Context: an optimization exercise on an open-source flow, tuned for small area. The choices shown serve that exercise and are no tape-out recipe.
RTL that was checked went through simulation tests only; none was proved equivalent to the original.
Power is estimated from default activity; no workload was simulated.

==> 05-28 <==
==> flow/design.v <==
module axis_lbus_seg_packer #(
  parameter int NSEG      = 4,
  parameter int SEG_BYTES = 16
) (
  input  logic                      clk,
  input  logic                      rst_n,
  input  logic [NSEG*128-1:0]       s_axis_tdata,
  input  logic [NSEG*SEG_BYTES-1:0] s_axis_tkeep,
  input  logic                      s_axis_tlast,
  input  logic                      s_axis_tvalid,
  output logic                      s_axis_tready,
  output logic [NSEG*128-1:0]       lbus_data,
  output logic [NSEG-1:0]           lbus_ena,
  output logic [NSEG-1:0]           lbus_sop,
  output logic [NSEG-1:0]           lbus_eop,
  output logic [NSEG-1:0]           lbus_err,
  output logic [NSEG*4-1:0]         lbus_mty,
  input  logic                      lbus_rdy
);
  localparam int PW = NSEG*128 + NSEG*4 + 2;   
  logic [NSEG-1:0]   cv_ena;
  logic [NSEG*4-1:0] cv_mty;
  logic              any_en, cv_err;
  logic tready_q, skid_v_q, in_pkt_q, bad_pkt_q, out_pkt_q;
  logic [PW-1:0] cv_pay, skid_q, out_q, m_pay;
  logic          out_eop_q, out_err_q;
  assign any_en = |s_axis_tkeep;
  always_comb begin : convert
    cv_ena = '0;
    cv_mty = '0;
    for (int s = 0; s < NSEG; s++) begin
      cv_ena[s] = |s_axis_tkeep[SEG_BYTES*s +: SEG_BYTES];
      for (int b = SEG_BYTES-1; b >= 0; b--) begin
        if (s_axis_tkeep[SEG_BYTES*s + b]) cv_mty[4*s +: 4] = 4'(b);
      end
    end
    if (!any_en) begin
      cv_ena[0]   = s_axis_tlast;
      cv_mty[3:0] = {4{s_axis_tlast}};
    end
  end
  logic viol;
  always_comb begin : keep_check
    logic below, above;
    logic [NSEG-1:0] en;
    viol  = 1'b0;
    below = 1'b0;
    for (int s = 0; s < NSEG; s++) en[s] = |s_axis_tkeep[SEG_BYTES*s +: SEG_BYTES];
    for (int s = 0; s < NSEG; s++) begin
      above = 1'b0;
      for (int t = 0; t < NSEG; t++) if (t > s) above = above | en[t];
      if (en[s]) begin
        for (int b = 0; b < SEG_BYTES-1; b++)
          if (s_axis_tkeep[SEG_BYTES*s + b] && !s_axis_tkeep[SEG_BYTES*s + b + 1]) viol = 1'b1;
        if (!s_axis_tkeep[SEG_BYTES*s] && (above || !s_axis_tlast)) viol = 1'b1;
      end else begin
        if (below && above) viol = 1'b1;
        if (above && !below && in_pkt_q) viol = 1'b1;
        if (below && !above && !s_axis_tlast) viol = 1'b1;
      end
      below = below | en[s];
    end
  end
  assign cv_err = ~any_en | bad_pkt_q | viol;
  logic [NSEG-1:0] out_ena_q, skid_ena_q, m_ena;
  logic            out_v, adv, push;
  assign out_v = |out_ena_q;
  assign adv   = ~out_v | lbus_rdy;
  assign push  = s_axis_tvalid & tready_q & (any_en | s_axis_tlast);
  assign m_ena = ({NSEG{s_axis_tvalid & tready_q}} & cv_ena) | ({NSEG{skid_v_q}} & skid_ena_q);
  always_ff @(posedge clk or negedge rst_n) begin
    if (!rst_n) begin
      out_ena_q <= '0;
      skid_v_q  <= 1'b0;
      tready_q  <= 1'b0;
      in_pkt_q  <= 1'b0;
      bad_pkt_q <= 1'b0;
      out_pkt_q <= 1'b0;
    end else begin
      if (adv) out_ena_q <= m_ena;
      skid_v_q <= ~adv & (skid_v_q | push);
      tready_q <= ~(~adv & (skid_v_q | push));
      if (push) begin
        in_pkt_q  <= ~s_axis_tlast;
        bad_pkt_q <= ~s_axis_tlast & (bad_pkt_q | viol);
      end
      if (out_v & lbus_rdy) out_pkt_q <= ~out_eop_q;
    end
  end
  assign cv_pay = {cv_err, s_axis_tlast, cv_mty, s_axis_tdata};
  assign m_pay  = ({PW{tready_q}} & cv_pay) | ({PW{skid_v_q}} & skid_q);
  always_ff @(posedge clk) begin
    skid_ena_q <= m_ena;
    skid_q     <= m_pay;
    if (adv) out_q <= m_pay;
  end
  assign out_eop_q = out_q[PW-2];
  assign out_err_q = out_q[PW-1];
  logic [NSEG-1:0] lowest, highest;
  always_comb begin
    logic seen;
    seen = 1'b0;
    for (int s = 0; s < NSEG; s++) begin
      lowest[s] = out_ena_q[s] & ~seen;
      seen      = seen | out_ena_q[s];
    end
    seen = 1'b0;
    for (int s = NSEG-1; s >= 0; s--) begin
      highest[s] = out_ena_q[s] & ~seen;
      seen       = seen | out_ena_q[s];
    end
  end
  assign s_axis_tready = tready_q;
  assign lbus_data     = out_q[NSEG*128-1:0];
  assign lbus_mty      = out_q[NSEG*128 +: NSEG*4];
  assign lbus_ena      = out_ena_q;
  assign lbus_sop      = lowest & {NSEG{~out_pkt_q}};
  assign lbus_eop      = highest & {NSEG{out_eop_q}};
  assign lbus_err      = highest & {NSEG{out_eop_q & out_err_q}};
endmodule
==> flow/run.sh <==
#!/bin/bash
# synth_recipe.tcl (not shown) runs the flow's synth.tcl, then flattens the netlist and writes it again
# the make line also repeats each setting of config.mk as NAME=value (left out here)
make -C /OpenROAD-flow-scripts/flow DESIGN_CONFIG=/design/flow/config.mk WORK_HOME=/design/flow/orfs CLKGATE_MAP_FILE= SYNTH_SCRIPT=/design/flow/synth_recipe.tcl finish
==> flow/config.mk <==
export PLATFORM = sky130hd
export DESIGN_NAME = axis_lbus_seg_packer
export DESIGN_NICKNAME = axis_lbus_seg_packer
export VERILOG_FILES = /design/flow/design.v
export SDC_FILE = /design/flow/constraint.sdc
export NUM_CORES = 4
export LEC_CHECK = 0
export CAP_MARGIN = 20
export CORE_MARGIN = 2
export CORE_UTILIZATION = 40
export SLEW_MARGIN = 20
==> flow/constraint.sdc <==
create_clock -name core_clock -period 4.0 [get_ports {clk}]
set_input_delay 0.8000 -clock core_clock [delete_from_list [all_inputs] [get_ports {clk}]]
set_output_delay 0.8000 -clock core_clock [all_outputs]
set_load 0.01 [all_outputs]
==> 09-16 (differences from 05-28) <==
--- a/flow/design.v
+++ b/flow/design.v
@@ -63,14 +63,17 @@
   end
   assign cv_err = ~any_en | bad_pkt_q | viol;
   logic [NSEG-1:0] out_ena_q, skid_ena_q, m_ena;
-  logic            out_v, adv, push;
+  logic            out_v, adv, hold, push;
+  logic            out_v2_q;   
   assign out_v = |out_ena_q;
   assign adv   = ~out_v | lbus_rdy;
+  assign hold  = out_v2_q & ~lbus_rdy;
   assign push  = s_axis_tvalid & tready_q & (any_en | s_axis_tlast);
   assign m_ena = ({NSEG{s_axis_tvalid & tready_q}} & cv_ena) | ({NSEG{skid_v_q}} & skid_ena_q);
   always_ff @(posedge clk or negedge rst_n) begin
     if (!rst_n) begin
       out_ena_q <= '0;
+      out_v2_q  <= 1'b0;
       skid_v_q  <= 1'b0;
       tready_q  <= 1'b0;
       in_pkt_q  <= 1'b0;
@@ -78,6 +81,7 @@
       out_pkt_q <= 1'b0;
     end else begin
       if (adv) out_ena_q <= m_ena;
+      if (adv) out_v2_q  <= |m_ena;
       skid_v_q <= ~adv & (skid_v_q | push);
       tready_q <= ~(~adv & (skid_v_q | push));
       if (push) begin
@@ -92,7 +96,7 @@
   always_ff @(posedge clk) begin
     skid_ena_q <= m_ena;
     skid_q     <= m_pay;
-    if (adv) out_q <= m_pay;
+    out_q      <= (m_pay & {PW{adv}}) | (out_q & {PW{hold}});
   end
   assign out_eop_q = out_q[PW-2];
   assign out_err_q = out_q[PW-1];
==> flow/flow/run.sh (new file) <==
#!/bin/bash
# Standard layout, with the port buffers made of the smallest buffer cell and a clock tree
# of small clustered buffers without dummy loads.
set -euo pipefail
bash standard.sh "BUFFER_PORTS_ARGS=-buffer_cell sky130_fd_sc_hd__buf_1" REMOVE_ABC_BUFFERS=1 \
  "CTS_ARGS=-sink_clustering_enable -repair_clock_nets -sink_clustering_size 18 -sink_clustering_max_diameter 60 -buf_list sky130_fd_sc_hd__clkbuf_8 -dont_use_dummy_load" \
  finish > run_standard.log 2>&1
==> flow/standard.sh (new file) <==
#!/bin/bash
# synth_recipe.tcl (not shown) runs the flow's synth.tcl, then flattens the netlist and writes it again
# the make line also repeats each setting of config.mk as NAME=value (left out here)
make -C /OpenROAD-flow-scripts/flow DESIGN_CONFIG=/design/flow/config.mk WORK_HOME=/design/flow/orfs CLKGATE_MAP_FILE= SYNTH_SCRIPT=/design/flow/synth_recipe.tcl "${@:-finish}"
ABC_AREA = 1   (was not set)
CORE_AREA = 4 4 386 386   (was not set)
CORE_MARGIN = not set   (was 2)
CORE_UTILIZATION = not set   (was 40)
DIE_AREA = 0 0 390 390   (was not set)
PLACE_DENSITY = 0.85   (was not set)
removed: flow/run.sh
==> impl_results.md <==
- Status: aborted with a tool error
- Failed at: 3_2_place_iop
- Halt Reason: [ERROR PPL-0024] Number of IO pins (1126) exceeds maximum number of available positions (1054). Increase the die perimeter from 1171.00um to 1531.36um.
- Synth Register Bits: 1073
- Synth area leader: edfxtp_1
The numbers above come from 05-28.

==> impl_results.md <==
- Synth Register Bits: 1074
- Layout Utilization: 0.2839
- Clock-cell share: 0.02956
- Synth area leader: dfxtp_1
- Status: finished clean
- CP startpoint: tready_q
- Clock net power: 5350 uW
The numbers above come from 09-16.

For 05-28, only the layout was checked, not whether the RTL still works.

afterwards: timing with drivers on the ports:
How much do the figures lean on ideal ports? The routed layout below was timed once more, with nothing changed but the port constraints.
Step 1, drivers: a clkbuf_16 drives clk and a buf_2 each remaining input, both assumed.
Step 2 moves the port delays by t, midway between the first and last clock arrival at a register: inputs arrive t later, outputs are due t later. That takes back most of the time a late clock gives input paths.
Slacks: ideal ports / drivers / drivers and shift; pairs: ideal ports / drivers.
run: 09-16
shift t [ns]: 0.785
setup WS [ns]: 1.036 / 1.036 / 0.644
worst setup path at the end: input to register
latest minus earliest clock arrival (ns): 0.124 / 0.124
After both steps setup and hold are still met in 09-16. For 09-16, drivers alone change the setup slack by 0.000 ns; drivers and shift together by -0.392 ns.
